Source: an optimization exercise on an open RTL-to-GDS flow (aim: small area, a short achievable clock period and few clock cycles per item). Production flows keep margins and buffers that such runs may drop.
The RTL was checked by simulation tests, not by an equivalence proof against the original design.
Power figures rest on the tool's default switching activity, not on a simulated workload. The flow treats the clock pin as an ideal source, which a real chip does not have.

$ cat design/flow/design.v
module sys_matmul_stream #(
  parameter int N      = 3,
  parameter int DW     = 8,
  parameter int ACC_W  = 2*DW + $clog2(N),
  parameter int SIGNED = 0
) (
  input  logic             CLK,
  input  logic             rst_n,
  input  logic             vld_in,
  output logic             rdy_in,
  input  logic [DW-1:0]    a,
  input  logic [DW-1:0]    b,
  input  logic             keep,
  output logic             vld_out,
  input  logic             rdy_out,
  output logic [ACC_W-1:0] c,
  output logic             last_out,
  output logic             busy,
  output logic [1:0]       dbg_state
);
  function automatic logic [8:0] rot1(input logic [8:0] x);
    rot1 = {x[7:0], x[8]};
  endfunction
  function automatic logic [8:0] rot2(input logic [8:0] x);
    rot2 = {x[6:0], x[8:7]};
  endfunction
  function automatic logic [8:0] rotm2(input logic [8:0] x);
    rotm2 = {x[1:0], x[8:2]};
  endfunction
  logic [8:0] ph;           
  logic [8:0] lb;           
  logic       lpar;         
  logic       lkeep;        
  logic       have_prev;    
  logic       cact;         
  logic       ot;           
  logic       cfull;        
  logic [8:0] cp;           
  logic       cpar;
  logic       ckeep;
  logic [8:0] op;           
  logic [8:0] U;            
  logic       av, bv;       
  logic       cpass;        
  logic       r_rdy, r_vld, r_last, r_busy, r_dbg0;
  logic [ACC_W-1:0] c_r;
  logic [DW-1:0] a_q, b_q;
  logic          v_q, wpar_q;
  logic [DW-1:0] R [9];
  logic [DW-1:0] E;
  logic [DW-1:0] W0b0 [2];      
  logic [DW-1:0] W0b1, W0b2;
  logic [DW-1:0] W1b0 [2];
  logic [DW-1:0] W1b1, W1b2;
  logic [DW-1:0] W2b0 [2];
  logic [DW-1:0] W2b1, W2b2;
  logic [ACC_W-1:0] L0s, L0c;
  logic [ACC_W-1:0] L [1:8];
  logic hs_in, hs_out;
  assign hs_in  = vld_in && r_rdy;
  assign hs_out = r_vld && rdy_out;
  logic [8:0] e_m;          
  logic       m_ready, m_fire;
  assign e_m = rot2(ph);
  assign m_ready = cfull || e_m[0] || ((e_m[1] || e_m[3] || e_m[4]) && lb[8]);
  assign m_fire  = cact && ot && m_ready && !U[6];
  logic [8:0] ph_n, lb_n, cp_n, op_n, U_n;
  logic       lpar_n, lkeep_n, have_prev_n, cact_n, cfull_n, cpar_n, ckeep_n;
  logic       idle, hold;
  logic       vld_n, rdy_n, busy_n;
  logic [ACC_W-1:0] L1_n;
  assign idle = lb[0] && !cact && !(|U) && !av && !bv;
  function automatic logic rdy_calc(input logic [8:0] ph_x, input logic [8:0] lb_x,
                                    input logic cact_x, input logic cfull_x,
                                    input logic [8:0] cp_x, input logic ot_x,
                                    input logic u3, input logic u4, input logic u5);
    logic [8:0] done_b;    
    done_b = 9'd0;
    if (lb_x[0])            done_b = 9'b111111110;
    if (lb_x[1])            done_b = 9'b111110000;
    if (lb_x[2])            done_b = 9'b110000000;
    if (lb_x[3] || lb_x[6]) done_b = 9'b110000000;
    if (lb_x[4] || lb_x[7]) done_b = 9'b100000000;
    rdy_calc = |(ph_x & lb_x) &&
               (!cact_x || !cfull_x || |(cp_x & done_b) || (ot_x && !u3 && !u4 && !u5));
  endfunction
  logic [8:0] cp_m;         
  logic       cact_m;
  logic [8:0] ph_h0;        
  logic       rdy_h1, rdy_h0, vld_o1, vld_o0, blk_o1, blk_o0, clr, busy_b;
  logic       cact_h1, cfull_h1;
  logic       ot_h;         
  logic [8:0] cp_h1;
  always_comb begin
    cp_m   = m_fire ? rot1(cp) : cp;
    ot_h   = m_fire || |(cp & rot1(rot2(ph)));
    cact_m = cact && !(m_fire && cp[8]);
    cact_h1  = cact_m || lb[6];
    cfull_h1 = lb[6] ? 1'b0 : (cfull || lb[8]);
    cp_h1    = lb[6] ? 9'd1 : cp_m;
    rdy_h1   = rdy_calc(rot1(ph), rot1(lb), cact_h1, cfull_h1, cp_h1, ot_h, U[3], U[4], U[5]);
    ph_h0    = (!have_prev && idle) ? 9'd1 : rot1(ph);
    rdy_h0   = rdy_calc(ph_h0, lb, cact_m, cfull, cp_m, ot_h, U[3], U[4], U[5]);
    blk_o1 = cact_m && !cfull && ((op[8] && !cp_m[0]) || (op[0] && cp_m[2]));
    blk_o0 = cact_m && !cfull && ((op[0] && !cp_m[0]) || (op[1] && cp_m[2]));
    vld_o1 = |(rot1(op) & rotm2(rot1(ph))) && U[0];
    vld_o0 = |(op & rotm2(rot1(ph))) && U[0];
    clr    = hs_in && (lb[6] || lb[8]);
    busy_b = !lb[0] || cact_m || (|U[8:2]) || U[0] || bv || m_fire || av;
  end
  always_comb begin
    hold        = !have_prev && idle && !hs_in;
    ph_n        = hold ? 9'd1 : rot1(ph);
    lb_n        = hs_in ? rot1(lb) : lb;
    lpar_n      = lpar ^ (hs_in && lb[8]);
    lkeep_n     = (hs_in && lb[0]) ? (keep && have_prev) : lkeep;
    have_prev_n = have_prev || (hs_in && lb[8]);
    cact_n      = cact_m;
    cp_n        = cp_m;
    cfull_n     = cfull;
    cpar_n      = cpar;
    ckeep_n     = ckeep;
    if (hs_in && lb[6]) begin
      cact_n  = 1'b1;
      cp_n    = 9'd1;
      cfull_n = 1'b0;
      cpar_n  = lpar;
      ckeep_n = lkeep;
    end
    if (hs_in && lb[8]) cfull_n = 1'b1;
    op_n   = hs_out ? rot1(op) : op;
    U_n    = {U[7:2], U[1] && !hs_out, U[0], bv || U[8]};
    vld_n  = hs_out ? (vld_o1 && (!blk_o1 || clr)) : (vld_o0 && (!blk_o0 || clr));
    rdy_n  = hs_in ? rdy_h1 : rdy_h0;
    busy_n = hs_in || busy_b || (U[1] && !hs_out);
  end
  always_ff @(posedge CLK) begin
    if (!rst_n) begin
      ph        <= 9'd1;
      lb        <= 9'd1;
      lpar      <= 1'b0;
      lkeep     <= 1'b0;
      have_prev <= 1'b0;
      cact      <= 1'b0;
      ot        <= 1'b0;
      cfull     <= 1'b0;
      cp        <= 9'd1;
      cpar      <= 1'b0;
      ckeep     <= 1'b0;
      op        <= 9'd1;
      U         <= '0;
      av        <= 1'b0;
      bv        <= 1'b0;
      v_q       <= 1'b0;
      r_rdy     <= 1'b1;
      r_vld     <= 1'b0;
      r_last    <= 1'b0;
      r_busy    <= 1'b0;
      r_dbg0    <= 1'b0;
      c_r       <= '0;
    end else begin
      ph        <= ph_n;
      lb        <= lb_n;
      lpar      <= lpar_n;
      lkeep     <= lkeep_n;
      have_prev <= have_prev_n;
      cact      <= cact_n;
      ot        <= (hs_in && lb[6]) || ot_h;
      cfull     <= cfull_n;
      cp        <= cp_n;
      cpar      <= cpar_n;
      ckeep     <= ckeep_n;
      op        <= op_n;
      U         <= U_n;
      av        <= m_fire;
      bv        <= av;
      v_q       <= hs_in;
      r_rdy     <= rdy_n;
      r_vld     <= vld_n;
      r_last    <= hs_out ? (vld_o1 && (!blk_o1 || clr) && op[7]) : (vld_o0 && (!blk_o0 || clr) && op[8]);
      r_busy    <= busy_n;
      r_dbg0    <= !rdy_n && !vld_n;
      c_r       <= vld_n ? L1_n : '0;
    end
  end
  logic wb0, wb1, wb2;      
  assign wb0 = v_q && (ph[1] || ph[2] || ph[3]);
  assign wb1 = v_q && (ph[4] || ph[5] || ph[6]);
  assign wb2 = v_q && (ph[7] || ph[8] || ph[0]);
  always_ff @(posedge CLK) begin
    a_q    <= a;
    b_q    <= b;
    wpar_q <= lpar;
    cpass  <= ckeep || !m_fire;
    R[0]   <= v_q ? a_q : R[8];
    for (int i = 1; i < 9; i++) R[i] <= R[i-1];
    E      <= R[8];
    W0b0[0] <= W1b0[0];
    W0b0[1] <= W1b0[1];
    W0b1   <= W1b1;
    W0b2   <= W1b2;
    W1b0[0] <= W2b0[0];
    W1b0[1] <= W2b0[1];
    W1b1   <= W2b1;
    W1b2   <= W2b2;
    W2b0[0] <= (wb0 && !wpar_q) ? b_q : W0b0[0];
    W2b0[1] <= (wb0 &&  wpar_q) ? b_q : W0b0[1];
    W2b1    <= wb1 ? b_q : W0b1;
    W2b2    <= wb2 ? b_q : W0b2;
  end
  logic [DW-1:0] x0, x1, x2, y0, y1, y2;
  logic rs0, rs1, rs2;      
  logic fwd_a, fwd_b;
  assign rs0   = m_fire && ph[7];
  assign rs1   = m_fire && ph[1];
  assign rs2   = m_fire && ph[4];
  assign fwd_a = v_q && ph[7];
  assign fwd_b = v_q && (ph[7] || ph[8] || ph[0]);
  always_comb begin
    if (ph[7])      begin x0 = R[5]; x1 = R[2]; x2 = fwd_a ? a_q : R[8]; end
    else if (ph[1]) begin x0 = R[7]; x1 = R[4]; x2 = R[1]; end
    else            begin x0 = E;    x1 = R[6]; x2 = R[3]; end
    y0 = W0b0[cpar];
    y1 = W0b1;
    y2 = fwd_b ? b_q : W0b2;
  end
  logic [DW-1:0] X0, X1, X2, Y0, Y1, Y2;
  always_ff @(posedge CLK) begin
    if (rs0 || rs1 || rs2) begin
      X0 <= x0; X1 <= x1; X2 <= x2;
    end
    Y0 <= m_fire ? y0 : '0;
    Y1 <= m_fire ? y1 : '0;
    Y2 <= m_fire ? y2 : '0;
  end
  logic [DW-1:0] pp0 [DW];
  logic [DW-1:0] pp1 [DW];
  logic [DW-1:0] pp2 [DW];
  logic [ACC_W-1:0] cpm;
  always_comb begin
    for (int i = 0; i < DW; i++) begin
      pp0[i] = X0[i] ? Y0 : '0;
      pp1[i] = X1[i] ? Y1 : '0;
      pp2[i] = X2[i] ? Y2 : '0;
    end
    cpm = cpass ? L[7] : '0;
  end
  logic [ACC_W-1:0] sum_r0, sum_r1;
  logic [1:0] ra0;
  logic [1:0] ra1;
  logic [0:0] ra2;
  logic [2:0] ra3;
  logic [3:0] ra4;
  logic [4:0] ra5;
  logic [5:0] ra6;
  logic [6:0] ra7;
  logic [7:0] ra8;
  logic [7:0] ra9;
  logic [6:0] ra10;
  logic [5:0] ra11;
  logic [4:0] ra12;
  logic [3:0] ra13;
  logic [2:0] ra14;
  logic [1:0] ra15;
  logic [1:0] ra16;
  logic [0:0] ra17;
  logic tas1;
  logic tac2;
  logic tas3;
  logic tac4;
  logic tas5;
  logic tac6;
  logic tas7;
  logic tac8;
  logic tas9;
  logic tac10;
  logic tas11;
  logic tac12;
  logic tas13;
  logic tac14;
  logic tas15;
  logic tac16;
  logic tas17;
  logic tac18;
  logic tas19;
  logic tac20;
  logic tas21;
  logic tac22;
  logic tas23;
  logic tac24;
  logic tas25;
  logic tac26;
  logic tas27;
  logic tac28;
  logic tas29;
  logic tac30;
  logic tas31;
  logic tac32;
  logic tas33;
  logic tac34;
  logic tas35;
  logic tac36;
  logic tas37;
  logic tac38;
  logic tas39;
  logic tac40;
  logic tas41;
  logic tac42;
  logic tas43;
  logic tac44;
  logic tas45;
  logic tac46;
  logic tas47;
  logic tac48;
  logic tas49;
  logic tac50;
  logic tas51;
  logic tac52;
  logic tas53;
  logic tac54;
  logic tas55;
  logic tac56;
  logic tas57;
  logic tac58;
  logic tas59;
  logic tac60;
  logic tas61;
  logic tac62;
  logic tas63;
  logic tac64;
  logic tas65;
  logic tac66;
  logic tas67;
  logic tac68;
  logic tas69;
  logic tac70;
  logic tas71;
  logic tac72;
  logic tas73;
  logic tac74;
  logic tas75;
  logic tac76;
  logic tas77;
  logic tac78;
  logic tas79;
  logic tac80;
  logic tas81;
  logic tac82;
  logic tas83;
  logic tac84;
  logic tas85;
  logic tac86;
  logic tas87;
  logic tac88;
  logic tas89;
  logic tac90;
  logic tas91;
  logic tac92;
  logic tas93;
  logic tac94;
  logic tas95;
  logic tac96;
  logic tas97;
  logic tac98;
  logic tas99;
  logic tac100;
  logic tas101;
  logic tac102;
  logic tas103;
  logic tac104;
  logic tas105;
  logic tac106;
  logic tas107;
  logic tac108;
  logic tas109;
  logic tac110;
  logic tas111;
  logic tac112;
  logic tas113;
  logic tac114;
  logic tas115;
  logic tac116;
  logic tas117;
  logic tac118;
  logic tas119;
  logic tac120;
  logic tas121;
  logic tac122;
  logic tas123;
  logic tac124;
  logic tas125;
  logic tac126;
  logic tas127;
  logic tac128;
  logic tas129;
  logic tac130;
  logic tas131;
  logic tac132;
  logic tas133;
  logic tac134;
  logic tas135;
  logic tac136;
  logic tas137;
  logic tac138;
  logic tas139;
  logic tac140;
  logic tas141;
  logic tac142;
  logic tas143;
  logic tac144;
  logic tas145;
  logic tac146;
  logic tas147;
  logic tac148;
  logic tas149;
  logic tac150;
  logic tas151;
  logic tac152;
  logic tas153;
  logic tac154;
  logic tas155;
  logic tac156;
  logic tas157;
  logic tac158;
  logic tas159;
  logic tac160;
  logic tas161;
  logic tac162;
  logic tas163;
  logic tac164;
  logic tas165;
  logic tac166;
  logic tas167;
  logic tac168;
  logic tas169;
  logic tac170;
  logic tas171;
  logic tac172;
  logic tas173;
  logic tac174;
  logic tas175;
  logic tac176;
  logic tas177;
  logic tac178;
  logic tas179;
  logic tac180;
  logic tas181;
  logic tac182;
  logic tas183;
  logic tac184;
  logic tas185;
  logic tac186;
  logic tas187;
  logic tac188;
  logic tas189;
  logic tac190;
  logic tas191;
  logic tac192;
  logic tas193;
  logic tac194;
  logic tas195;
  logic tac196;
  logic tas197;
  logic tac198;
  logic tas199;
  logic tac200;
  logic tas201;
  logic tac202;
  logic tas203;
  logic tac204;
  logic tas205;
  logic tac206;
  logic tas207;
  logic tac208;
  logic tas209;
  logic tac210;
  logic tas211;
  logic tac212;
  logic tas213;
  logic tac214;
  logic tas215;
  logic tac216;
  logic tas217;
  logic tac218;
  logic tas219;
  logic tac220;
  logic tas221;
  logic tac222;
  logic tas223;
  logic tac224;
  logic tas225;
  logic tac226;
  logic tas227;
  logic tac228;
  logic tas229;
  logic tac230;
  logic tas231;
  logic tac232;
  logic tas233;
  logic tac234;
  logic tas235;
  logic tac236;
  logic tas237;
  logic tac238;
  logic tas239;
  logic tac240;
  logic tas241;
  logic tac242;
  logic tas243;
  logic tac244;
  logic tas245;
  logic tac246;
  logic tas247;
  logic tac248;
  logic tas249;
  logic tac250;
  logic tas251;
  logic tac252;
  logic tas253;
  logic tac254;
  logic tas255;
  logic tac256;
  logic tas257;
  logic tac258;
  logic tas259;
  logic tac260;
  logic tas261;
  logic tac262;
  logic tas263;
  logic tac264;
  logic tas265;
  logic tac266;
  logic tas267;
  logic tac268;
  logic tbs269;
  logic tbc270;
  logic tbs271;
  logic tbc272;
  logic tbs273;
  logic tbc274;
  logic tbs275;
  logic tbc276;
  logic tbs277;
  logic tbc278;
  logic tbs279;
  logic tbc280;
  logic tbs281;
  logic tbc282;
  logic tbs283;
  logic tbc284;
  logic tbs285;
  logic tbc286;
  logic tbs287;
  logic tbc288;
  logic tbs289;
  logic tbc290;
  logic tbs291;
  logic tbc292;
  logic tbs293;
  logic tbc294;
  logic tbs295;
  logic tbc296;
  logic tbs297;
  logic tbc298;
  logic tbs299;
  logic tbc300;
  logic tbs301;
  logic tbc302;
  logic tbs303;
  logic tbc304;
  logic tbs305;
  logic tbc306;
  logic tbs307;
  logic tbc308;
  logic tbs309;
  logic tbc310;
  logic tbs311;
  logic tbc312;
  logic tbs313;
  logic tbc314;
  logic tbs315;
  logic tbc316;
  logic tbs317;
  logic tbc318;
  logic tbs319;
  logic tbc320;
  logic tbs321;
  logic tbc322;
  logic tbs323;
  logic tbc324;
  logic tbs325;
  logic tbc326;
  logic tbs327;
  logic tbc328;
  logic tbs329;
  logic tbc330;
  logic tbs331;
  logic tbc332;
  logic tbs333;
  logic tbc334;
  logic tbs335;
  logic tbc336;
  logic tbs337;
  logic tbc338;
  logic tbs339;
  logic tbc340;
  logic tbs341;
  logic tbc342;
  logic tbs343;
  logic tbc344;
  logic tbs345;
  logic tbc346;
  logic tbs347;
  logic tbc348;
  logic tbs349;
  logic tbc350;
  logic tbs351;
  logic tbc352;
  logic tbs353;
  logic tbc354;
  logic tbs355;
  logic tbc356;
  logic tbs357;
  logic tbc358;
  logic tbs359;
  logic tbc360;
  logic tbs361;
  logic tbc362;
  logic tbs363;
  logic tbc364;
  logic tbs365;
  logic tbc366;
  assign tas1 = pp0[0][0] ^ pp1[0][0] ^ pp2[0][0];
  assign tac2 = (pp0[0][0] & pp1[0][0]) | (pp0[0][0] & pp2[0][0]) | (pp1[0][0] & pp2[0][0]);
  assign tas3 = pp0[0][1] ^ pp0[1][0] ^ pp1[0][1];
  assign tac4 = (pp0[0][1] & pp0[1][0]) | (pp0[0][1] & pp1[0][1]) | (pp0[1][0] & pp1[0][1]);
  assign tas5 = pp1[1][0] ^ pp2[0][1] ^ pp2[1][0];
  assign tac6 = (pp1[1][0] & pp2[0][1]) | (pp1[1][0] & pp2[1][0]) | (pp2[0][1] & pp2[1][0]);
  assign tas7 = cpm[1] ^ tac2 ^ tas3;
  assign tac8 = (cpm[1] & tac2) | (cpm[1] & tas3) | (tac2 & tas3);
  assign tas9 = pp0[0][2] ^ pp0[1][1] ^ pp0[2][0];
  assign tac10 = (pp0[0][2] & pp0[1][1]) | (pp0[0][2] & pp0[2][0]) | (pp0[1][1] & pp0[2][0]);
  assign tas11 = pp1[0][2] ^ pp1[1][1] ^ pp1[2][0];
  assign tac12 = (pp1[0][2] & pp1[1][1]) | (pp1[0][2] & pp1[2][0]) | (pp1[1][1] & pp1[2][0]);
  assign tas13 = pp2[0][2] ^ pp2[1][1] ^ pp2[2][0];
  assign tac14 = (pp2[0][2] & pp2[1][1]) | (pp2[0][2] & pp2[2][0]) | (pp2[1][1] & pp2[2][0]);
  assign tas15 = cpm[2] ^ tac4 ^ tac6;
  assign tac16 = (cpm[2] & tac4) | (cpm[2] & tac6) | (tac4 & tac6);
  assign tas17 = tas9 ^ tas11 ^ tas13;
  assign tac18 = (tas9 & tas11) | (tas9 & tas13) | (tas11 & tas13);
  assign tas19 = tac8 ^ tas15 ^ tas17;
  assign tac20 = (tac8 & tas15) | (tac8 & tas17) | (tas15 & tas17);
  assign tas21 = pp0[0][3] ^ pp0[1][2] ^ pp0[2][1];
  assign tac22 = (pp0[0][3] & pp0[1][2]) | (pp0[0][3] & pp0[2][1]) | (pp0[1][2] & pp0[2][1]);
  assign tas23 = pp0[3][0] ^ pp1[0][3] ^ pp1[1][2];
  assign tac24 = (pp0[3][0] & pp1[0][3]) | (pp0[3][0] & pp1[1][2]) | (pp1[0][3] & pp1[1][2]);
  assign tas25 = pp1[2][1] ^ pp1[3][0] ^ pp2[0][3];
  assign tac26 = (pp1[2][1] & pp1[3][0]) | (pp1[2][1] & pp2[0][3]) | (pp1[3][0] & pp2[0][3]);
  assign tas27 = pp2[1][2] ^ pp2[2][1] ^ pp2[3][0];
  assign tac28 = (pp2[1][2] & pp2[2][1]) | (pp2[1][2] & pp2[3][0]) | (pp2[2][1] & pp2[3][0]);
  assign tas29 = cpm[3] ^ tac10 ^ tac12;
  assign tac30 = (cpm[3] & tac10) | (cpm[3] & tac12) | (tac10 & tac12);
  assign tas31 = tac14 ^ tas21 ^ tas23;
  assign tac32 = (tac14 & tas21) | (tac14 & tas23) | (tas21 & tas23);
  assign tas33 = tas25 ^ tas27 ^ tac16;
  assign tac34 = (tas25 & tas27) | (tas25 & tac16) | (tas27 & tac16);
  assign tas35 = tac18 ^ tas29 ^ tas31;
  assign tac36 = (tac18 & tas29) | (tac18 & tas31) | (tas29 & tas31);
  assign tas37 = pp0[0][4] ^ pp0[1][3] ^ pp0[2][2];
  assign tac38 = (pp0[0][4] & pp0[1][3]) | (pp0[0][4] & pp0[2][2]) | (pp0[1][3] & pp0[2][2]);
  assign tas39 = pp0[3][1] ^ pp0[4][0] ^ pp1[0][4];
  assign tac40 = (pp0[3][1] & pp0[4][0]) | (pp0[3][1] & pp1[0][4]) | (pp0[4][0] & pp1[0][4]);
  assign tas41 = pp1[1][3] ^ pp1[2][2] ^ pp1[3][1];
  assign tac42 = (pp1[1][3] & pp1[2][2]) | (pp1[1][3] & pp1[3][1]) | (pp1[2][2] & pp1[3][1]);
  assign tas43 = pp1[4][0] ^ pp2[0][4] ^ pp2[1][3];
  assign tac44 = (pp1[4][0] & pp2[0][4]) | (pp1[4][0] & pp2[1][3]) | (pp2[0][4] & pp2[1][3]);
  assign tas45 = pp2[2][2] ^ pp2[3][1] ^ pp2[4][0];
  assign tac46 = (pp2[2][2] & pp2[3][1]) | (pp2[2][2] & pp2[4][0]) | (pp2[3][1] & pp2[4][0]);
  assign tas47 = cpm[4] ^ tac22 ^ tac24;
  assign tac48 = (cpm[4] & tac22) | (cpm[4] & tac24) | (tac22 & tac24);
  assign tas49 = tac26 ^ tac28 ^ tas37;
  assign tac50 = (tac26 & tac28) | (tac26 & tas37) | (tac28 & tas37);
  assign tas51 = tas39 ^ tas41 ^ tas43;
  assign tac52 = (tas39 & tas41) | (tas39 & tas43) | (tas41 & tas43);
  assign tas53 = tas45 ^ tac30 ^ tac32;
  assign tac54 = (tas45 & tac30) | (tas45 & tac32) | (tac30 & tac32);
  assign tas55 = tas47 ^ tas49 ^ tas51;
  assign tac56 = (tas47 & tas49) | (tas47 & tas51) | (tas49 & tas51);
  assign tas57 = pp0[0][5] ^ pp0[1][4] ^ pp0[2][3];
  assign tac58 = (pp0[0][5] & pp0[1][4]) | (pp0[0][5] & pp0[2][3]) | (pp0[1][4] & pp0[2][3]);
  assign tas59 = pp0[3][2] ^ pp0[4][1] ^ pp0[5][0];
  assign tac60 = (pp0[3][2] & pp0[4][1]) | (pp0[3][2] & pp0[5][0]) | (pp0[4][1] & pp0[5][0]);
  assign tas61 = pp1[0][5] ^ pp1[1][4] ^ pp1[2][3];
  assign tac62 = (pp1[0][5] & pp1[1][4]) | (pp1[0][5] & pp1[2][3]) | (pp1[1][4] & pp1[2][3]);
  assign tas63 = pp1[3][2] ^ pp1[4][1] ^ pp1[5][0];
  assign tac64 = (pp1[3][2] & pp1[4][1]) | (pp1[3][2] & pp1[5][0]) | (pp1[4][1] & pp1[5][0]);
  assign tas65 = pp2[0][5] ^ pp2[1][4] ^ pp2[2][3];
  assign tac66 = (pp2[0][5] & pp2[1][4]) | (pp2[0][5] & pp2[2][3]) | (pp2[1][4] & pp2[2][3]);
  assign tas67 = pp2[3][2] ^ pp2[4][1] ^ pp2[5][0];
  assign tac68 = (pp2[3][2] & pp2[4][1]) | (pp2[3][2] & pp2[5][0]) | (pp2[4][1] & pp2[5][0]);
  assign tas69 = cpm[5] ^ tac38 ^ tac40;
  assign tac70 = (cpm[5] & tac38) | (cpm[5] & tac40) | (tac38 & tac40);
  assign tas71 = tac42 ^ tac44 ^ tac46;
  assign tac72 = (tac42 & tac44) | (tac42 & tac46) | (tac44 & tac46);
  assign tas73 = tas57 ^ tas59 ^ tas61;
  assign tac74 = (tas57 & tas59) | (tas57 & tas61) | (tas59 & tas61);
  assign tas75 = tas63 ^ tas65 ^ tas67;
  assign tac76 = (tas63 & tas65) | (tas63 & tas67) | (tas65 & tas67);
  assign tas77 = tac48 ^ tac50 ^ tac52;
  assign tac78 = (tac48 & tac50) | (tac48 & tac52) | (tac50 & tac52);
  assign tas79 = tas69 ^ tas71 ^ tas73;
  assign tac80 = (tas69 & tas71) | (tas69 & tas73) | (tas71 & tas73);
  assign tas81 = pp0[0][6] ^ pp0[1][5] ^ pp0[2][4];
  assign tac82 = (pp0[0][6] & pp0[1][5]) | (pp0[0][6] & pp0[2][4]) | (pp0[1][5] & pp0[2][4]);
  assign tas83 = pp0[3][3] ^ pp0[4][2] ^ pp0[5][1];
  assign tac84 = (pp0[3][3] & pp0[4][2]) | (pp0[3][3] & pp0[5][1]) | (pp0[4][2] & pp0[5][1]);
  assign tas85 = pp0[6][0] ^ pp1[0][6] ^ pp1[1][5];
  assign tac86 = (pp0[6][0] & pp1[0][6]) | (pp0[6][0] & pp1[1][5]) | (pp1[0][6] & pp1[1][5]);
  assign tas87 = pp1[2][4] ^ pp1[3][3] ^ pp1[4][2];
  assign tac88 = (pp1[2][4] & pp1[3][3]) | (pp1[2][4] & pp1[4][2]) | (pp1[3][3] & pp1[4][2]);
  assign tas89 = pp1[5][1] ^ pp1[6][0] ^ pp2[0][6];
  assign tac90 = (pp1[5][1] & pp1[6][0]) | (pp1[5][1] & pp2[0][6]) | (pp1[6][0] & pp2[0][6]);
  assign tas91 = pp2[1][5] ^ pp2[2][4] ^ pp2[3][3];
  assign tac92 = (pp2[1][5] & pp2[2][4]) | (pp2[1][5] & pp2[3][3]) | (pp2[2][4] & pp2[3][3]);
  assign tas93 = pp2[4][2] ^ pp2[5][1] ^ pp2[6][0];
  assign tac94 = (pp2[4][2] & pp2[5][1]) | (pp2[4][2] & pp2[6][0]) | (pp2[5][1] & pp2[6][0]);
  assign tas95 = cpm[6] ^ tac58 ^ tac60;
  assign tac96 = (cpm[6] & tac58) | (cpm[6] & tac60) | (tac58 & tac60);
  assign tas97 = tac62 ^ tac64 ^ tac66;
  assign tac98 = (tac62 & tac64) | (tac62 & tac66) | (tac64 & tac66);
  assign tas99 = tac68 ^ tas81 ^ tas83;
  assign tac100 = (tac68 & tas81) | (tac68 & tas83) | (tas81 & tas83);
  assign tas101 = tas85 ^ tas87 ^ tas89;
  assign tac102 = (tas85 & tas87) | (tas85 & tas89) | (tas87 & tas89);
  assign tas103 = tas91 ^ tas93 ^ tac70;
  assign tac104 = (tas91 & tas93) | (tas91 & tac70) | (tas93 & tac70);
  assign tas105 = tac72 ^ tac74 ^ tac76;
  assign tac106 = (tac72 & tac74) | (tac72 & tac76) | (tac74 & tac76);
  assign tas107 = tas95 ^ tas97 ^ tas99;
  assign tac108 = (tas95 & tas97) | (tas95 & tas99) | (tas97 & tas99);
  assign tas109 = pp0[0][7] ^ pp0[1][6] ^ pp0[2][5];
  assign tac110 = (pp0[0][7] & pp0[1][6]) | (pp0[0][7] & pp0[2][5]) | (pp0[1][6] & pp0[2][5]);
  assign tas111 = pp0[3][4] ^ pp0[4][3] ^ pp0[5][2];
  assign tac112 = (pp0[3][4] & pp0[4][3]) | (pp0[3][4] & pp0[5][2]) | (pp0[4][3] & pp0[5][2]);
  assign tas113 = pp0[6][1] ^ pp0[7][0] ^ pp1[0][7];
  assign tac114 = (pp0[6][1] & pp0[7][0]) | (pp0[6][1] & pp1[0][7]) | (pp0[7][0] & pp1[0][7]);
  assign tas115 = pp1[1][6] ^ pp1[2][5] ^ pp1[3][4];
  assign tac116 = (pp1[1][6] & pp1[2][5]) | (pp1[1][6] & pp1[3][4]) | (pp1[2][5] & pp1[3][4]);
  assign tas117 = pp1[4][3] ^ pp1[5][2] ^ pp1[6][1];
  assign tac118 = (pp1[4][3] & pp1[5][2]) | (pp1[4][3] & pp1[6][1]) | (pp1[5][2] & pp1[6][1]);
  assign tas119 = pp1[7][0] ^ pp2[0][7] ^ pp2[1][6];
  assign tac120 = (pp1[7][0] & pp2[0][7]) | (pp1[7][0] & pp2[1][6]) | (pp2[0][7] & pp2[1][6]);
  assign tas121 = pp2[2][5] ^ pp2[3][4] ^ pp2[4][3];
  assign tac122 = (pp2[2][5] & pp2[3][4]) | (pp2[2][5] & pp2[4][3]) | (pp2[3][4] & pp2[4][3]);
  assign tas123 = pp2[5][2] ^ pp2[6][1] ^ pp2[7][0];
  assign tac124 = (pp2[5][2] & pp2[6][1]) | (pp2[5][2] & pp2[7][0]) | (pp2[6][1] & pp2[7][0]);
  assign tas125 = cpm[7] ^ tac82 ^ tac84;
  assign tac126 = (cpm[7] & tac82) | (cpm[7] & tac84) | (tac82 & tac84);
  assign tas127 = tac86 ^ tac88 ^ tac90;
  assign tac128 = (tac86 & tac88) | (tac86 & tac90) | (tac88 & tac90);
  assign tas129 = tac92 ^ tac94 ^ tas109;
  assign tac130 = (tac92 & tac94) | (tac92 & tas109) | (tac94 & tas109);
  assign tas131 = tas111 ^ tas113 ^ tas115;
  assign tac132 = (tas111 & tas113) | (tas111 & tas115) | (tas113 & tas115);
  assign tas133 = tas117 ^ tas119 ^ tas121;
  assign tac134 = (tas117 & tas119) | (tas117 & tas121) | (tas119 & tas121);
  assign tas135 = tas123 ^ tac96 ^ tac98;
  assign tac136 = (tas123 & tac96) | (tas123 & tac98) | (tac96 & tac98);
  assign tas137 = tac100 ^ tac102 ^ tas125;
  assign tac138 = (tac100 & tac102) | (tac100 & tas125) | (tac102 & tas125);
  assign tas139 = tas127 ^ tas129 ^ tas131;
  assign tac140 = (tas127 & tas129) | (tas127 & tas131) | (tas129 & tas131);
  assign tas141 = pp0[1][7] ^ pp0[2][6] ^ pp0[3][5];
  assign tac142 = (pp0[1][7] & pp0[2][6]) | (pp0[1][7] & pp0[3][5]) | (pp0[2][6] & pp0[3][5]);
  assign tas143 = pp0[4][4] ^ pp0[5][3] ^ pp0[6][2];
  assign tac144 = (pp0[4][4] & pp0[5][3]) | (pp0[4][4] & pp0[6][2]) | (pp0[5][3] & pp0[6][2]);
  assign tas145 = pp0[7][1] ^ pp1[1][7] ^ pp1[2][6];
  assign tac146 = (pp0[7][1] & pp1[1][7]) | (pp0[7][1] & pp1[2][6]) | (pp1[1][7] & pp1[2][6]);
  assign tas147 = pp1[3][5] ^ pp1[4][4] ^ pp1[5][3];
  assign tac148 = (pp1[3][5] & pp1[4][4]) | (pp1[3][5] & pp1[5][3]) | (pp1[4][4] & pp1[5][3]);
  assign tas149 = pp1[6][2] ^ pp1[7][1] ^ pp2[1][7];
  assign tac150 = (pp1[6][2] & pp1[7][1]) | (pp1[6][2] & pp2[1][7]) | (pp1[7][1] & pp2[1][7]);
  assign tas151 = pp2[2][6] ^ pp2[3][5] ^ pp2[4][4];
  assign tac152 = (pp2[2][6] & pp2[3][5]) | (pp2[2][6] & pp2[4][4]) | (pp2[3][5] & pp2[4][4]);
  assign tas153 = pp2[5][3] ^ pp2[6][2] ^ pp2[7][1];
  assign tac154 = (pp2[5][3] & pp2[6][2]) | (pp2[5][3] & pp2[7][1]) | (pp2[6][2] & pp2[7][1]);
  assign tas155 = cpm[8] ^ tac110 ^ tac112;
  assign tac156 = (cpm[8] & tac110) | (cpm[8] & tac112) | (tac110 & tac112);
  assign tas157 = tac114 ^ tac116 ^ tac118;
  assign tac158 = (tac114 & tac116) | (tac114 & tac118) | (tac116 & tac118);
  assign tas159 = tac120 ^ tac122 ^ tac124;
  assign tac160 = (tac120 & tac122) | (tac120 & tac124) | (tac122 & tac124);
  assign tas161 = tas141 ^ tas143 ^ tas145;
  assign tac162 = (tas141 & tas143) | (tas141 & tas145) | (tas143 & tas145);
  assign tas163 = tas147 ^ tas149 ^ tas151;
  assign tac164 = (tas147 & tas149) | (tas147 & tas151) | (tas149 & tas151);
  assign tas165 = tas153 ^ tac126 ^ tac128;
  assign tac166 = (tas153 & tac126) | (tas153 & tac128) | (tac126 & tac128);
  assign tas167 = tac130 ^ tac132 ^ tac134;
  assign tac168 = (tac130 & tac132) | (tac130 & tac134) | (tac132 & tac134);
  assign tas169 = tas155 ^ tas157 ^ tas159;
  assign tac170 = (tas155 & tas157) | (tas155 & tas159) | (tas157 & tas159);
  assign tas171 = pp0[2][7] ^ pp0[3][6] ^ pp0[4][5];
  assign tac172 = (pp0[2][7] & pp0[3][6]) | (pp0[2][7] & pp0[4][5]) | (pp0[3][6] & pp0[4][5]);
  assign tas173 = pp0[5][4] ^ pp0[6][3] ^ pp0[7][2];
  assign tac174 = (pp0[5][4] & pp0[6][3]) | (pp0[5][4] & pp0[7][2]) | (pp0[6][3] & pp0[7][2]);
  assign tas175 = pp1[2][7] ^ pp1[3][6] ^ pp1[4][5];
  assign tac176 = (pp1[2][7] & pp1[3][6]) | (pp1[2][7] & pp1[4][5]) | (pp1[3][6] & pp1[4][5]);
  assign tas177 = pp1[5][4] ^ pp1[6][3] ^ pp1[7][2];
  assign tac178 = (pp1[5][4] & pp1[6][3]) | (pp1[5][4] & pp1[7][2]) | (pp1[6][3] & pp1[7][2]);
  assign tas179 = pp2[2][7] ^ pp2[3][6] ^ pp2[4][5];
  assign tac180 = (pp2[2][7] & pp2[3][6]) | (pp2[2][7] & pp2[4][5]) | (pp2[3][6] & pp2[4][5]);
  assign tas181 = pp2[5][4] ^ pp2[6][3] ^ pp2[7][2];
  assign tac182 = (pp2[5][4] & pp2[6][3]) | (pp2[5][4] & pp2[7][2]) | (pp2[6][3] & pp2[7][2]);
  assign tas183 = cpm[9] ^ tac142 ^ tac144;
  assign tac184 = (cpm[9] & tac142) | (cpm[9] & tac144) | (tac142 & tac144);
  assign tas185 = tac146 ^ tac148 ^ tac150;
  assign tac186 = (tac146 & tac148) | (tac146 & tac150) | (tac148 & tac150);
  assign tas187 = tac152 ^ tac154 ^ tas171;
  assign tac188 = (tac152 & tac154) | (tac152 & tas171) | (tac154 & tas171);
  assign tas189 = tas173 ^ tas175 ^ tas177;
  assign tac190 = (tas173 & tas175) | (tas173 & tas177) | (tas175 & tas177);
  assign tas191 = tas179 ^ tas181 ^ tac156;
  assign tac192 = (tas179 & tas181) | (tas179 & tac156) | (tas181 & tac156);
  assign tas193 = tac158 ^ tac160 ^ tac162;
  assign tac194 = (tac158 & tac160) | (tac158 & tac162) | (tac160 & tac162);
  assign tas195 = tac164 ^ tas183 ^ tas185;
  assign tac196 = (tac164 & tas183) | (tac164 & tas185) | (tas183 & tas185);
  assign tas197 = pp0[3][7] ^ pp0[4][6] ^ pp0[5][5];
  assign tac198 = (pp0[3][7] & pp0[4][6]) | (pp0[3][7] & pp0[5][5]) | (pp0[4][6] & pp0[5][5]);
  assign tas199 = pp0[6][4] ^ pp0[7][3] ^ pp1[3][7];
  assign tac200 = (pp0[6][4] & pp0[7][3]) | (pp0[6][4] & pp1[3][7]) | (pp0[7][3] & pp1[3][7]);
  assign tas201 = pp1[4][6] ^ pp1[5][5] ^ pp1[6][4];
  assign tac202 = (pp1[4][6] & pp1[5][5]) | (pp1[4][6] & pp1[6][4]) | (pp1[5][5] & pp1[6][4]);
  assign tas203 = pp1[7][3] ^ pp2[3][7] ^ pp2[4][6];
  assign tac204 = (pp1[7][3] & pp2[3][7]) | (pp1[7][3] & pp2[4][6]) | (pp2[3][7] & pp2[4][6]);
  assign tas205 = pp2[5][5] ^ pp2[6][4] ^ pp2[7][3];
  assign tac206 = (pp2[5][5] & pp2[6][4]) | (pp2[5][5] & pp2[7][3]) | (pp2[6][4] & pp2[7][3]);
  assign tas207 = cpm[10] ^ tac172 ^ tac174;
  assign tac208 = (cpm[10] & tac172) | (cpm[10] & tac174) | (tac172 & tac174);
  assign tas209 = tac176 ^ tac178 ^ tac180;
  assign tac210 = (tac176 & tac178) | (tac176 & tac180) | (tac178 & tac180);
  assign tas211 = tac182 ^ tas197 ^ tas199;
  assign tac212 = (tac182 & tas197) | (tac182 & tas199) | (tas197 & tas199);
  assign tas213 = tas201 ^ tas203 ^ tas205;
  assign tac214 = (tas201 & tas203) | (tas201 & tas205) | (tas203 & tas205);
  assign tas215 = tac184 ^ tac186 ^ tac188;
  assign tac216 = (tac184 & tac186) | (tac184 & tac188) | (tac186 & tac188);
  assign tas217 = tac190 ^ tas207 ^ tas209;
  assign tac218 = (tac190 & tas207) | (tac190 & tas209) | (tas207 & tas209);
  assign tas219 = pp0[4][7] ^ pp0[5][6] ^ pp0[6][5];
  assign tac220 = (pp0[4][7] & pp0[5][6]) | (pp0[4][7] & pp0[6][5]) | (pp0[5][6] & pp0[6][5]);
  assign tas221 = pp0[7][4] ^ pp1[4][7] ^ pp1[5][6];
  assign tac222 = (pp0[7][4] & pp1[4][7]) | (pp0[7][4] & pp1[5][6]) | (pp1[4][7] & pp1[5][6]);
  assign tas223 = pp1[6][5] ^ pp1[7][4] ^ pp2[4][7];
  assign tac224 = (pp1[6][5] & pp1[7][4]) | (pp1[6][5] & pp2[4][7]) | (pp1[7][4] & pp2[4][7]);
  assign tas225 = pp2[5][6] ^ pp2[6][5] ^ pp2[7][4];
  assign tac226 = (pp2[5][6] & pp2[6][5]) | (pp2[5][6] & pp2[7][4]) | (pp2[6][5] & pp2[7][4]);
  assign tas227 = cpm[11] ^ tac198 ^ tac200;
  assign tac228 = (cpm[11] & tac198) | (cpm[11] & tac200) | (tac198 & tac200);
  assign tas229 = tac202 ^ tac204 ^ tac206;
  assign tac230 = (tac202 & tac204) | (tac202 & tac206) | (tac204 & tac206);
  assign tas231 = tas219 ^ tas221 ^ tas223;
  assign tac232 = (tas219 & tas221) | (tas219 & tas223) | (tas221 & tas223);
  assign tas233 = tas225 ^ tac208 ^ tac210;
  assign tac234 = (tas225 & tac208) | (tas225 & tac210) | (tac208 & tac210);
  assign tas235 = tac212 ^ tac214 ^ tas227;
  assign tac236 = (tac212 & tac214) | (tac212 & tas227) | (tac214 & tas227);
  assign tas237 = pp0[5][7] ^ pp0[6][6] ^ pp0[7][5];
  assign tac238 = (pp0[5][7] & pp0[6][6]) | (pp0[5][7] & pp0[7][5]) | (pp0[6][6] & pp0[7][5]);
  assign tas239 = pp1[5][7] ^ pp1[6][6] ^ pp1[7][5];
  assign tac240 = (pp1[5][7] & pp1[6][6]) | (pp1[5][7] & pp1[7][5]) | (pp1[6][6] & pp1[7][5]);
  assign tas241 = pp2[5][7] ^ pp2[6][6] ^ pp2[7][5];
  assign tac242 = (pp2[5][7] & pp2[6][6]) | (pp2[5][7] & pp2[7][5]) | (pp2[6][6] & pp2[7][5]);
  assign tas243 = cpm[12] ^ tac220 ^ tac222;
  assign tac244 = (cpm[12] & tac220) | (cpm[12] & tac222) | (tac220 & tac222);
  assign tas245 = tac224 ^ tac226 ^ tas237;
  assign tac246 = (tac224 & tac226) | (tac224 & tas237) | (tac226 & tas237);
  assign tas247 = tas239 ^ tas241 ^ tac228;
  assign tac248 = (tas239 & tas241) | (tas239 & tac228) | (tas241 & tac228);
  assign tas249 = tac230 ^ tac232 ^ tas243;
  assign tac250 = (tac230 & tac232) | (tac230 & tas243) | (tac232 & tas243);
  assign tas251 = pp0[6][7] ^ pp0[7][6] ^ pp1[6][7];
  assign tac252 = (pp0[6][7] & pp0[7][6]) | (pp0[6][7] & pp1[6][7]) | (pp0[7][6] & pp1[6][7]);
  assign tas253 = pp1[7][6] ^ pp2[6][7] ^ pp2[7][6];
  assign tac254 = (pp1[7][6] & pp2[6][7]) | (pp1[7][6] & pp2[7][6]) | (pp2[6][7] & pp2[7][6]);
  assign tas255 = cpm[13] ^ tac238 ^ tac240;
  assign tac256 = (cpm[13] & tac238) | (cpm[13] & tac240) | (tac238 & tac240);
  assign tas257 = tac242 ^ tas251 ^ tas253;
  assign tac258 = (tac242 & tas251) | (tac242 & tas253) | (tas251 & tas253);
  assign tas259 = tac244 ^ tac246 ^ tas255;
  assign tac260 = (tac244 & tac246) | (tac244 & tas255) | (tac246 & tas255);
  assign tas261 = pp0[7][7] ^ pp1[7][7] ^ pp2[7][7];
  assign tac262 = (pp0[7][7] & pp1[7][7]) | (pp0[7][7] & pp2[7][7]) | (pp1[7][7] & pp2[7][7]);
  assign tas263 = cpm[14] ^ tac252 ^ tac254;
  assign tac264 = (cpm[14] & tac252) | (cpm[14] & tac254) | (tac252 & tac254);
  assign tas265 = tas261 ^ tac256 ^ tac258;
  assign tac266 = (tas261 & tac256) | (tas261 & tac258) | (tac256 & tac258);
  assign tas267 = cpm[15] ^ tac262 ^ tac264;
  assign tac268 = (cpm[15] & tac262) | (cpm[15] & tac264) | (tac262 & tac264);
  always_ff @(posedge CLK) begin
    ra0 <= {tas1, cpm[0]};
    ra1 <= {tas7, tas5};
    ra2 <= {tas19};
    ra3 <= {tas35, tas33, tac20};
    ra4 <= {tas55, tas53, tac36, tac34};
    ra5 <= {tas79, tas77, tac56, tac54, tas75};
    ra6 <= {tas107, tas105, tas103, tac80, tac78, tas101};
    ra7 <= {tas139, tas137, tas135, tac108, tac106, tac104, tas133};
    ra8 <= {tas169, tas167, tas165, tac140, tac138, tac136, tas163, tas161};
    ra9 <= {tas195, tas193, tas191, tac170, tac168, tac166, tas189, tas187};
    ra10 <= {tas217, tas215, tac196, tac194, tac192, tas213, tas211};
    ra11 <= {tas235, tas233, tac218, tac216, tas231, tas229};
    ra12 <= {tas249, tas247, tac236, tac234, tas245};
    ra13 <= {tas259, tac250, tac248, tas257};
    ra14 <= {tas265, tac260, tas263};
    ra15 <= {tas267, tac266};
    ra16 <= {tac268, cpm[16]};
    ra17 <= {cpm[17]};
  end
  assign tbs269 = ra7[0] ^ ra7[1];
  assign tbc270 = ra7[0] & ra7[1];
  assign tbs271 = ra8[0] ^ ra8[1] ^ ra8[2];
  assign tbc272 = (ra8[0] & ra8[1]) | (ra8[0] & ra8[2]) | (ra8[1] & ra8[2]);
  assign tbs273 = ra8[3] ^ ra8[4];
  assign tbc274 = ra8[3] & ra8[4];
  assign tbs275 = ra9[0] ^ ra9[1] ^ ra9[2];
  assign tbc276 = (ra9[0] & ra9[1]) | (ra9[0] & ra9[2]) | (ra9[1] & ra9[2]);
  assign tbs277 = ra9[3] ^ ra9[4] ^ ra9[5];
  assign tbc278 = (ra9[3] & ra9[4]) | (ra9[3] & ra9[5]) | (ra9[4] & ra9[5]);
  assign tbs279 = ra10[0] ^ ra10[1] ^ ra10[2];
  assign tbc280 = (ra10[0] & ra10[1]) | (ra10[0] & ra10[2]) | (ra10[1] & ra10[2]);
  assign tbs281 = ra10[3] ^ ra10[4];
  assign tbc282 = ra10[3] & ra10[4];
  assign tbs283 = ra11[0] ^ ra11[1] ^ ra11[2];
  assign tbc284 = (ra11[0] & ra11[1]) | (ra11[0] & ra11[2]) | (ra11[1] & ra11[2]);
  assign tbs285 = ra5[0] ^ ra5[1];
  assign tbc286 = ra5[0] & ra5[1];
  assign tbs287 = ra6[0] ^ ra6[1] ^ ra6[2];
  assign tbc288 = (ra6[0] & ra6[1]) | (ra6[0] & ra6[2]) | (ra6[1] & ra6[2]);
  assign tbs289 = ra6[3] ^ ra6[4];
  assign tbc290 = ra6[3] & ra6[4];
  assign tbs291 = ra7[2] ^ ra7[3] ^ ra7[4];
  assign tbc292 = (ra7[2] & ra7[3]) | (ra7[2] & ra7[4]) | (ra7[3] & ra7[4]);
  assign tbs293 = ra7[5] ^ ra7[6] ^ tbs269;
  assign tbc294 = (ra7[5] & ra7[6]) | (ra7[5] & tbs269) | (ra7[6] & tbs269);
  assign tbs295 = ra8[5] ^ ra8[6] ^ ra8[7];
  assign tbc296 = (ra8[5] & ra8[6]) | (ra8[5] & ra8[7]) | (ra8[6] & ra8[7]);
  assign tbs297 = tbs271 ^ tbs273 ^ tbc270;
  assign tbc298 = (tbs271 & tbs273) | (tbs271 & tbc270) | (tbs273 & tbc270);
  assign tbs299 = ra9[6] ^ ra9[7] ^ tbs275;
  assign tbc300 = (ra9[6] & ra9[7]) | (ra9[6] & tbs275) | (ra9[7] & tbs275);
  assign tbs301 = tbs277 ^ tbc272 ^ tbc274;
  assign tbc302 = (tbs277 & tbc272) | (tbs277 & tbc274) | (tbc272 & tbc274);
  assign tbs303 = ra10[5] ^ ra10[6] ^ tbs279;
  assign tbc304 = (ra10[5] & ra10[6]) | (ra10[5] & tbs279) | (ra10[6] & tbs279);
  assign tbs305 = tbs281 ^ tbc276 ^ tbc278;
  assign tbc306 = (tbs281 & tbc276) | (tbs281 & tbc278) | (tbc276 & tbc278);
  assign tbs307 = ra11[3] ^ ra11[4] ^ ra11[5];
  assign tbc308 = (ra11[3] & ra11[4]) | (ra11[3] & ra11[5]) | (ra11[4] & ra11[5]);
  assign tbs309 = tbs283 ^ tbc280 ^ tbc282;
  assign tbc310 = (tbs283 & tbc280) | (tbs283 & tbc282) | (tbc280 & tbc282);
  assign tbs311 = ra12[0] ^ ra12[1] ^ ra12[2];
  assign tbc312 = (ra12[0] & ra12[1]) | (ra12[0] & ra12[2]) | (ra12[1] & ra12[2]);
  assign tbs313 = ra12[3] ^ ra12[4] ^ tbc284;
  assign tbc314 = (ra12[3] & ra12[4]) | (ra12[3] & tbc284) | (ra12[4] & tbc284);
  assign tbs315 = ra13[0] ^ ra13[1] ^ ra13[2];
  assign tbc316 = (ra13[0] & ra13[1]) | (ra13[0] & ra13[2]) | (ra13[1] & ra13[2]);
  assign tbs317 = ra4[0] ^ ra4[1];
  assign tbc318 = ra4[0] & ra4[1];
  assign tbs319 = ra5[2] ^ ra5[3] ^ ra5[4];
  assign tbc320 = (ra5[2] & ra5[3]) | (ra5[2] & ra5[4]) | (ra5[3] & ra5[4]);
  assign tbs321 = ra6[5] ^ tbs287 ^ tbs289;
  assign tbc322 = (ra6[5] & tbs287) | (ra6[5] & tbs289) | (tbs287 & tbs289);
  assign tbs323 = tbs291 ^ tbs293 ^ tbc288;
  assign tbc324 = (tbs291 & tbs293) | (tbs291 & tbc288) | (tbs293 & tbc288);
  assign tbs325 = tbs295 ^ tbs297 ^ tbc292;
  assign tbc326 = (tbs295 & tbs297) | (tbs295 & tbc292) | (tbs297 & tbc292);
  assign tbs327 = tbs299 ^ tbs301 ^ tbc296;
  assign tbc328 = (tbs299 & tbs301) | (tbs299 & tbc296) | (tbs301 & tbc296);
  assign tbs329 = tbs303 ^ tbs305 ^ tbc300;
  assign tbc330 = (tbs303 & tbs305) | (tbs303 & tbc300) | (tbs305 & tbc300);
  assign tbs331 = tbs307 ^ tbs309 ^ tbc304;
  assign tbc332 = (tbs307 & tbs309) | (tbs307 & tbc304) | (tbs309 & tbc304);
  assign tbs333 = tbs311 ^ tbs313 ^ tbc308;
  assign tbc334 = (tbs311 & tbs313) | (tbs311 & tbc308) | (tbs313 & tbc308);
  assign tbs335 = ra13[3] ^ tbs315 ^ tbc312;
  assign tbc336 = (ra13[3] & tbs315) | (ra13[3] & tbc312) | (tbs315 & tbc312);
  assign tbs337 = ra14[0] ^ ra14[1] ^ ra14[2];
  assign tbc338 = (ra14[0] & ra14[1]) | (ra14[0] & ra14[2]) | (ra14[1] & ra14[2]);
  assign tbs339 = ra3[0] ^ ra3[1];
  assign tbc340 = ra3[0] & ra3[1];
  assign tbs341 = ra4[2] ^ ra4[3] ^ tbs317;
  assign tbc342 = (ra4[2] & ra4[3]) | (ra4[2] & tbs317) | (ra4[3] & tbs317);
  assign tbs343 = tbs285 ^ tbs319 ^ tbc318;
  assign tbc344 = (tbs285 & tbs319) | (tbs285 & tbc318) | (tbs319 & tbc318);
  assign tbs345 = tbc286 ^ tbs321 ^ tbc320;
  assign tbc346 = (tbc286 & tbs321) | (tbc286 & tbc320) | (tbs321 & tbc320);
  assign tbs347 = tbc290 ^ tbs323 ^ tbc322;
  assign tbc348 = (tbc290 & tbs323) | (tbc290 & tbc322) | (tbs323 & tbc322);
  assign tbs349 = tbc294 ^ tbs325 ^ tbc324;
  assign tbc350 = (tbc294 & tbs325) | (tbc294 & tbc324) | (tbs325 & tbc324);
  assign tbs351 = tbc298 ^ tbs327 ^ tbc326;
  assign tbc352 = (tbc298 & tbs327) | (tbc298 & tbc326) | (tbs327 & tbc326);
  assign tbs353 = tbc302 ^ tbs329 ^ tbc328;
  assign tbc354 = (tbc302 & tbs329) | (tbc302 & tbc328) | (tbs329 & tbc328);
  assign tbs355 = tbc306 ^ tbs331 ^ tbc330;
  assign tbc356 = (tbc306 & tbs331) | (tbc306 & tbc330) | (tbs331 & tbc330);
  assign tbs357 = tbc310 ^ tbs333 ^ tbc332;
  assign tbc358 = (tbc310 & tbs333) | (tbc310 & tbc332) | (tbs333 & tbc332);
  assign tbs359 = tbc314 ^ tbs335 ^ tbc334;
  assign tbc360 = (tbc314 & tbs335) | (tbc314 & tbc334) | (tbs335 & tbc334);
  assign tbs361 = tbc316 ^ tbs337 ^ tbc336;
  assign tbc362 = (tbc316 & tbs337) | (tbc316 & tbc336) | (tbs337 & tbc336);
  assign tbs363 = ra15[0] ^ ra15[1] ^ tbc338;
  assign tbc364 = (ra15[0] & ra15[1]) | (ra15[0] & tbc338) | (ra15[1] & tbc338);
  assign tbs365 = ra16[0] ^ ra16[1];
  assign tbc366 = ra16[0] & ra16[1];
  assign sum_r0 = {ra17[0], tbs365, tbs363, tbs361, tbs359, tbs357, tbs355, tbs353, tbs351, tbs349, tbs347, tbs345, tbs343, tbs341, ra3[2], ra2[0], ra1[0], ra0[0]};
  assign sum_r1 = {tbc366, tbc364, tbc362, tbc360, tbc358, tbc356, tbc354, tbc352, tbc350, tbc348, tbc346, tbc344, tbc342, tbc340, tbs339, 1'b0, ra1[1], ra0[1]};
  assign L1_n = L0s + L0c;
  always_ff @(posedge CLK) begin
    L0s  <= sum_r0;
    L0c  <= sum_r1;
    L[1] <= L1_n;
    for (int i = 2; i <= 8; i++) L[i] <= L[i-1];
  end
  assign rdy_in    = r_rdy;
  assign vld_out   = r_vld;
  assign last_out  = r_last;
  assign busy      = r_busy;
  assign dbg_state = {r_vld, r_dbg0};
  assign c         = c_r;
endmodule
$ cat design/flow/flow/run.sh
#!/bin/bash
set -euo pipefail
cat >> config.mk <<'CFG'
export SETUP_SLACK_MARGIN = 5.3
export BUFFER_PORTS_ARGS = -buffer_cell sky130_fd_sc_hd__buf_2
export CTS_ARGS = -sink_clustering_enable -repair_clock_nets -sink_clustering_size 30 -sink_clustering_max_diameter 100 -dont_use_dummy_load
CFG
bash standard.sh > standard_run.log 2>&1
$ cat design/flow/standard.sh
#!/bin/bash
# synth_recipe.tcl (not shown) runs the flow's synth.tcl, then flattens the netlist and writes it again
# the make line also repeats each setting of config.mk as NAME=value (left out here)
make -C /OpenROAD-flow-scripts/flow DESIGN_CONFIG=/design/flow/config.mk WORK_HOME=/design/flow/orfs CLKGATE_MAP_FILE= SYNTH_SCRIPT=/design/flow/synth_recipe.tcl "${@:-finish}"
$ cat design/flow/config.mk
export PLATFORM = sky130hd
export DESIGN_NAME = sys_matmul_stream
export DESIGN_NICKNAME = sys_matmul_stream
export VERILOG_FILES = /design/flow/design.v
export SDC_FILE = /design/flow/constraint.sdc
export NUM_CORES = 4
export LEC_CHECK = 0
export ABC_CLOCK_PERIOD_IN_PS = 2800
export CAP_MARGIN = 20
export CORE_MARGIN = 2
export CORE_UTILIZATION = 55
export CTS_CLUSTER_DIAMETER = 100
export CTS_CLUSTER_SIZE = 30
export SLEW_MARGIN = 20
export SETUP_SLACK_MARGIN = 5.3
export BUFFER_PORTS_ARGS = -buffer_cell sky130_fd_sc_hd__buf_2
export CTS_ARGS = -sink_clustering_enable -repair_clock_nets -sink_clustering_size 30 -sink_clustering_max_diameter 100 -dont_use_dummy_load
$ cat design/flow/constraint.sdc
create_clock -name core_clock -period 8.0 [get_ports {CLK}]
set_input_delay 1.6000 -clock core_clock [delete_from_list [all_inputs] [get_ports {CLK}]]
set_output_delay 1.6000 -clock core_clock [all_outputs]
set_load 0.01 [all_outputs]
==> results of run 1 <==
cells in the mapped netlist, types with 23 or more instances:
cell type,count
a21boi_0,23
a21oi_1,23
and2_1,199
clkbuf_1,28
dfxtp_1,534
edfxtp_1,24
fa_1,176
ha_1,24
inv_1,161
mux2_2,40
mux2i_1,32
nand2_1,130
nor2_1,32
o21ai_0,28
repair_timing:
| item | CTS | global route |
|---|---|---|
| setup buffers | 0 | 3 |
| resized for setup | 15 | 6 |
| pin swaps | 0 | 1 |
| endpoints found under the setup margin | 29 | 26 |
final timing paths:
check / startpoint / endpoint / slack [ns]
worst min-delay path: W1b2[0]$_DFF_P_ / W0b2[0]$_DFF_P_ / 0.33
worst max register to register: X2[0]$_DFFE_PP_ / ra4[3]$_DFF_P_ / 5.38
worst min register to register: W1b2[0]$_DFF_P_ / W0b2[0]$_DFF_P_ / 0.33
worst max-delay path: r_vld$_SDFF_PN0_ / dbg_state[1] / 5.34
power groups by stage:
| stage | clock network [mW] | logic [mW] | registers, mW |
|---|---|---|---|
| after CTS | 1.32 | 0.123 | 3.00 |
| after detailed placement | 0 | 0.122 | 3.07 |
| after global routing | 1.41 | 0.138 | 3.02 |
| after global placement | 0 | 0.121 | 3.06 |
| after floorplan | 0 | 0.0920 | 3.04 |
| final | 1.27 | 0.123 | 3.00 |
cell families (layout without fill, tap and decap cells):
logic type | after synthesis | after routing | synth area share (%)
xor+xnor | 16 | 16 | 0.693
fa+ha+maj | 200 | 200 | 18.9
simple gates | 433 | 433 | 11.5
compound gates | 138 | 138 | 4.75
mux | 73 | 73 | 3.89
buf+inv | 201 | 238 | 3.84
flops | 558 | 558 | 56.4
state kept, by name, summed over array words and instances, names as in the netlist, 9 cells and up:
name	cells
L	126
L0c	17
L0s	18
R	72
U	9
W0b0	16
W1b0	16
W2b0	16
c_r	18
cp	9
lb	9
op	9
ph	9
metrics by stage:
| stage | hold WS [ns] | worst slack (ns) | utilization [%] | area, µm² | power (mW) |
|---|---|---|---|---|---|
| floorplan | 0.310 | 5.30 | - | 20300 | 3.13 |
| global placement | 0.310 | 4.52 | 57.5 | 20900 | 3.18 |
| detailed placement | 0.312 | 4.40 | 57.5 | 20900 | 3.19 |
| CTS | 0.336 | 5.31 | 59.1 | 21500 | 4.44 |
| global route | 0.339 | 5.28 | 59.3 | 21600 | 4.57 |
| finish | 0.332 | 5.34 | 59.3 | 21600 | 4.39 |
per-layer routing:
metal | global-route usage, % | share of wire, % | vias to the layer above
met1 | 30.6 | 49 | 5283
li1 | - | - | 5156
met2 | 32.9 | 45 | 235
met4 | 4.55 | 2.1 | 0
met3 | 2.60 | 4.4 | 52
met5 | 0 | 0 | -
area by class of cell:
class	count	area, µm²
Fill cell	3001	14800
Timing Repair Buffer	55	315
Multi-Input combinational cell	860	8130
Inverter	161	604
Tap cell	468	586
Sequential cell	558	11400
Clock buffer	22	551
placed cells by master, fill, tap and decap left out, types with 4 or more instances in the layout:
| master | netlist | routed |
|---|---|---|
| a21boi_0 | 23 | 22 |
| a21oi_1 | 23 | 23 |
| a221oi_1 | 5 | 4 |
| a222oi_1 | 4 | 4 |
| a22o_1 | 5 | 5 |
| a22oi_1 | 9 | 9 |
| and2_1 | 199 | 199 |
| and3_1 | 5 | 4 |
| and3b_1 | 14 | 14 |
| buf_2 | 3 | 44 |
| buf_4 | 3 | 10 |
| clkbuf_16 | 0 | 22 |
| dfxtp_1 | 534 | 528 |
| dfxtp_2 | 0 | 6 |
| edfxtp_1 | 24 | 24 |
| fa_1 | 176 | 176 |
| ha_1 | 24 | 24 |
| inv_1 | 161 | 161 |
| mux2_2 | 40 | 40 |
| mux2i_1 | 32 | 32 |
| nand2_1 | 130 | 129 |
| nand2b_1 | 7 | 7 |
| nand3_1 | 13 | 13 |
| nand4_1 | 5 | 5 |
| nor2_1 | 32 | 30 |
| nor2b_1 | 8 | 8 |
| nor3_1 | 10 | 9 |
| o21a_1 | 10 | 9 |
| o21ai_0 | 28 | 28 |
| o31ai_1 | 5 | 5 |
| xnor2_1 | 13 | 13 |
==> results.ini, run 1 <==
[global_routing]
track_usage_pct=20.7
grt_pass1_vias=11100
overflow=0
grt_max_degree=59
antenna_found_initial=0
grt_pass1_wl_um=61600

[pwr]
p_seq_share_pct=68.3
p_int_mw=3.50
ir_drop_v=0.000191
power.switching_uw=891
p_leak_nw=9.47
p_per_area_nw_per_um2=203
swShare_pct=20.3
power_frac_clock_pct=28.9
comb_power_share_pct=2.8

[timing]
rsz0062_at_grt=true
slew_violations=0
hold_viol_final=0
worst_pin_slew_ns=0.869
finalSetupViolations=0
fmax_mhz=376
period_share_pct=33.3
fin_tns_setup_ns=0
fin_crit_ns=2.66
max-slew-margin-rel_pct=41.9
finClkSkew_ns=0.0314

[final_layout]
synthToLayoutAreaGrowth_pct=6.84
finalNonFillerCells=2124
layout.nets=1879
drive_above_1_share_pct=8.57
diodes=0

[yosys]
synth_top_area_cell=dfxtp_1
ys_seq_area_share_pct=56.4
synth_seq_cells=558
synth_top_cell_area_share_pct=52.9
synth_warnings=9
synthArstFlopShare_pct=0
synth-edff-count=24
syn_area_um2=20200
syn-num-nets=1840
synthTopCellsByArea=dfxtp_1, fa_1, and2_1
ys_types=57
avgSynthCellArea_um2=12.5
syn_inst=1619
yosys_most_used_dff=dfxtp_1

[clock_network]
clk_pin_slew_ns=0.11
holdBufCountCts=0
clock_latency_ns=0.57
cts_made_buffers=22
root_buffer=clkbuf_16
clk_path_buf_depth=3
cts_htree_levels=1
cts_tree=yes
cts_sinks=558

[floorplanning]
io_pins=45
core_area_um2=36400
die_height_um=196
dieArea_um2=38300
die_w_um=196
start_util_pct=55.5
num_rows=70

[hold_path]
whs_path_depth=0
min_path_type=flop to flop

[setup_path]
crit_buf_inv=1
critPathMaxStageDelay_ns=0.37
path_depth=1
crit_arrival_ns=1.06
cp_top_family=flip-flops
crit_required_ns=6.40
startpoint_type=flop
critPathKind=flop to output pin
ff2ff_path_depth=6
cp_cell_sequence=buf_2
critPathMaxFanout=4
worstSetupEndpointType=output pin
slowest_stage=dfxtp_2

[routing]
drc=0
antenna_left=0
firstDrtPassIters=8
wl_per_cell_um=18.0
drtIter0Drc=724
routed_wl_um=38300
num_vias=10700
viasPerCell=5.05

[placed_design]
dp_hpwl_um=28700
gp_congestion=0.866
dp_cells=2099
port_buffers=44

[flow_run]
maxCapViolCount=0

[status]
outcome=complete, no violations

Testbench counts, summed over its fixed seeds: cycles 14,488, items 1,600.
==> run 2, diff against run 1 <==
--- a/design/flow/config.mk
+++ b/design/flow/config.mk
@@ -5,7 +5,7 @@
 export SDC_FILE = /design/flow/constraint.sdc
 export NUM_CORES = 4
 export LEC_CHECK = 0
-export ABC_CLOCK_PERIOD_IN_PS = 2800
+export ABC_AREA = 1
 export CAP_MARGIN = 20
 export CORE_MARGIN = 2
 export CORE_UTILIZATION = 55
==> results.ini, run 2 <==
[setup_path]
critPathMaxFanout=3
startpoint_type=flop
cp_cell_sequence=buf_6
worstSetupEndpointType=output pin
critPathMaxStageDelay_ns=0.44
crit_required_ns=6.40
crit_buf_inv=1
cp_top_family=flip-flops
crit_arrival_ns=1.13
slowest_stage=dfxtp_4
critPathKind=flop to output pin

[global_routing]
grt_max_degree=41
track_usage_pct=21.5
grt_pass1_wl_um=65500
antenna_found_initial=0
grt_pass1_vias=12400
overflow=0

[final_layout]
multi_input_area_um2=7380
final_cell_mix=dfxtp_1, inv_1, nand2_1, fa_1, nor2_1
final_common_cell=dfxtp_1
drive_above_1_share_pct=4.69
diodes=0
nFillCells=3222
seq_area_um2=11400
largest_register_ffs=126
layout.nets=2270
reg_top3=L x126, R x72
synthToLayoutAreaGrowth_pct=5.90
regMostFlops=L
finalNonFillerCells=2558

[timing]
whs_ns=0.324
finalSetupViolations=0
fin_tns_setup_ns=0
slew_violations=0
finClkSkew_ns=0.0321
fmax_mhz=367
worst_pin_slew_ns=0.861
hold_viol_final=0
max-slew-margin-rel_pct=42.5
fin_crit_ns=2.73
period_share_pct=34.1
setup_ws_ns=5.27
rsz0062_at_grt=true

[floorplanning]
die_height_um=198
core_area_um2=37400
start_util_pct=55.4
io_pins=45
num_rows=71
dieArea_um2=39300
die_w_um=198

[yosys]
yosysMostFrequentCell=dfxtp_1
synthArstFlopShare_pct=0
synth_top_cell_area_share_pct=51.6
ys_types=43
synth-edff-count=24
synth_seq_cells=558
syn_inst=2053
synth_common_cells=dfxtp_1, inv_1, nand2_1, fa_1, nor2_1
synth_warnings=9
syn-num-nets=2274
synthTopCellsByArea=dfxtp_1, fa_1, inv_1
syn_area_um2=20700
avgSynthCellArea_um2=10.1
ys_seq_area_share_pct=55.0
yosys_most_used_dff=dfxtp_1
synth_top_area_cell=dfxtp_1

[clock_network]
clock_latency_ns=0.56
cts_htree_levels=1
root_buffer=clkbuf_16
clk_path_buf_depth=3
holdBufCountCts=0
cts_sinks=558
cts_made_buffers=22
clk_pin_slew_ns=0.10
cts_tree=yes

[placed_design]
dp_cells=2533
port_buffers=44
gp_congestion=0.916
post-place-ws_ns=4.67
dp_hpwl_um=30800

[routing]
routed_wl_um=40500
drtIter0Drc=581
firstDrtPassIters=5
wl_per_cell_um=15.8
num_vias=12200
viasPerCell=4.75
drc=0
antenna_left=0

[pwr]
ir_drop_v=0.000166
p_leak_nw=11.1
p_per_area_nw_per_um2=206

[hold_path]
min_path_type=flop to flop

[flow_run]
maxCapViolCount=0

[status]
outcome=complete, no violations

-- run 2: cell count changes after synthesis, moves of 37 or more --
cell	previous run	this run
clkbuf_1	28	65
and2_1	199	5
mux2_2	40	0
nor2_1	32	103
nand2_1	130	389
a21oi_1	23	94
inv_1	161	431
-- run 2: final timing paths --
kind,slack (ns),depth (start not counted),from,to
worst max-delay path,5.27,1,r_vld$_SDFF_PN0_,dbg_state[1]
worst min-delay path,0.32,0,W2b0[1][5]$_DFF_P_,W1b0[1][5]$_DFF_P_
worst max register to register,5.47,7,X1[3]$_DFFE_PP_,ra7[6]$_DFF_P_
worst min register to register,0.32,0,W2b0[1][5]$_DFF_P_,W1b0[1][5]$_DFF_P_
-- run 2: metal layers --
metal	up-vias	part of all wire (%)	global-route usage (%)
met2	238	46	35.6
met4	0	2.9	6.63
met1	5830	47	29.8
met5	-	0	0
met3	75	3.6	2.54
li1	6010	-	-
-- run 2: where the power goes --
| part | internal [mW] | total (mW) | switching [mW] | leakage, nW |
|---|---|---|---|---|
| clock network | 0.497 | 1.27 | 0.769 | 0.271 |
| logic | 0.0743 | 0.202 | 0.127 | 6.26 |
| registers | 2.99 | 3.06 | 0.0734 | 4.57 |
| total | 3.56 | 4.53 | 0.969 | 11.1 |
-- run 2: per-stage QoR --
| step | power, mW | cell area (µm²) | utilization [%] |
|---|---|---|---|
| final | 4.53 | 22000 | 58.7 |
| after detailed placement | 3.32 | 21300 | 57.0 |
| after global placement | 3.32 | 21300 | 57.0 |
| after floorplan | 3.24 | 20700 | - |
| after global routing | 4.72 | 22000 | 58.7 |
| after CTS | 4.58 | 21900 | 58.5 |
-- run 2: logic make-up after synthesis --
kind of cell / after synthesis / synth area share [%]
simple gates: 564 / 10.9
compound gates: 189 / 4.91
xor+xnor: 18 / 0.760
buf+inv: 516 / 9.53
mux: 8 / 0.386
flops: 558 / 55.0
fa+ha+maj: 200 / 18.4
-- run 2: cell type report --
| cell class | count | area share (%) |
|---|---|---|
| sequential | 558 | 52.0 |
| multi-input combinational | 979 | 33.6 |
| inverter | 435 | 7.44 |
| tap | 511 | 2.91 |
| clock buffer | 22 | 2.51 |
| timing repair buffer | 53 | 1.53 |
-- run 2: timing repair --
action,in CTS,in global routing
resized for setup,5,5
pin swaps,0,1
setup buffers,0,2
setup endpoints to repair,6,21

[what the ideal ports hide]
The flow's constraints put no driver on any port. The routed layouts listed below were extracted and timed again, unchanged, in two steps. Step 1: set_driving_cell puts a clkbuf_16 on CLK and a buf_2 on each other input, an assumption about the parent block. Step 2 also shifts input and output timing later by t, the mid clock arrival at the registers, as if the neighbouring blocks saw the same clock. a / b / c = no drivers / after step 1 / after step 2; a / b = the first two.
run	t, ns	setup WS [ns]	hold slack, ns	clock arrival spread, ns	worst slew at a driven data input, ns
run 1	0.607	5.337 / 5.281 / 4.788	0.332 / 0.332 / 0.332	0.032 / 0.032	0.03
run 2	0.598	5.274 / 5.219 / 4.893	0.324 / 0.324 / 0.324	0.032 / 0.032	0.04
After both steps every run listed still meets setup and hold. The setup slack of run 1, which loses most, moves by -0.056 ns with the drivers and by -0.549 ns with both steps.
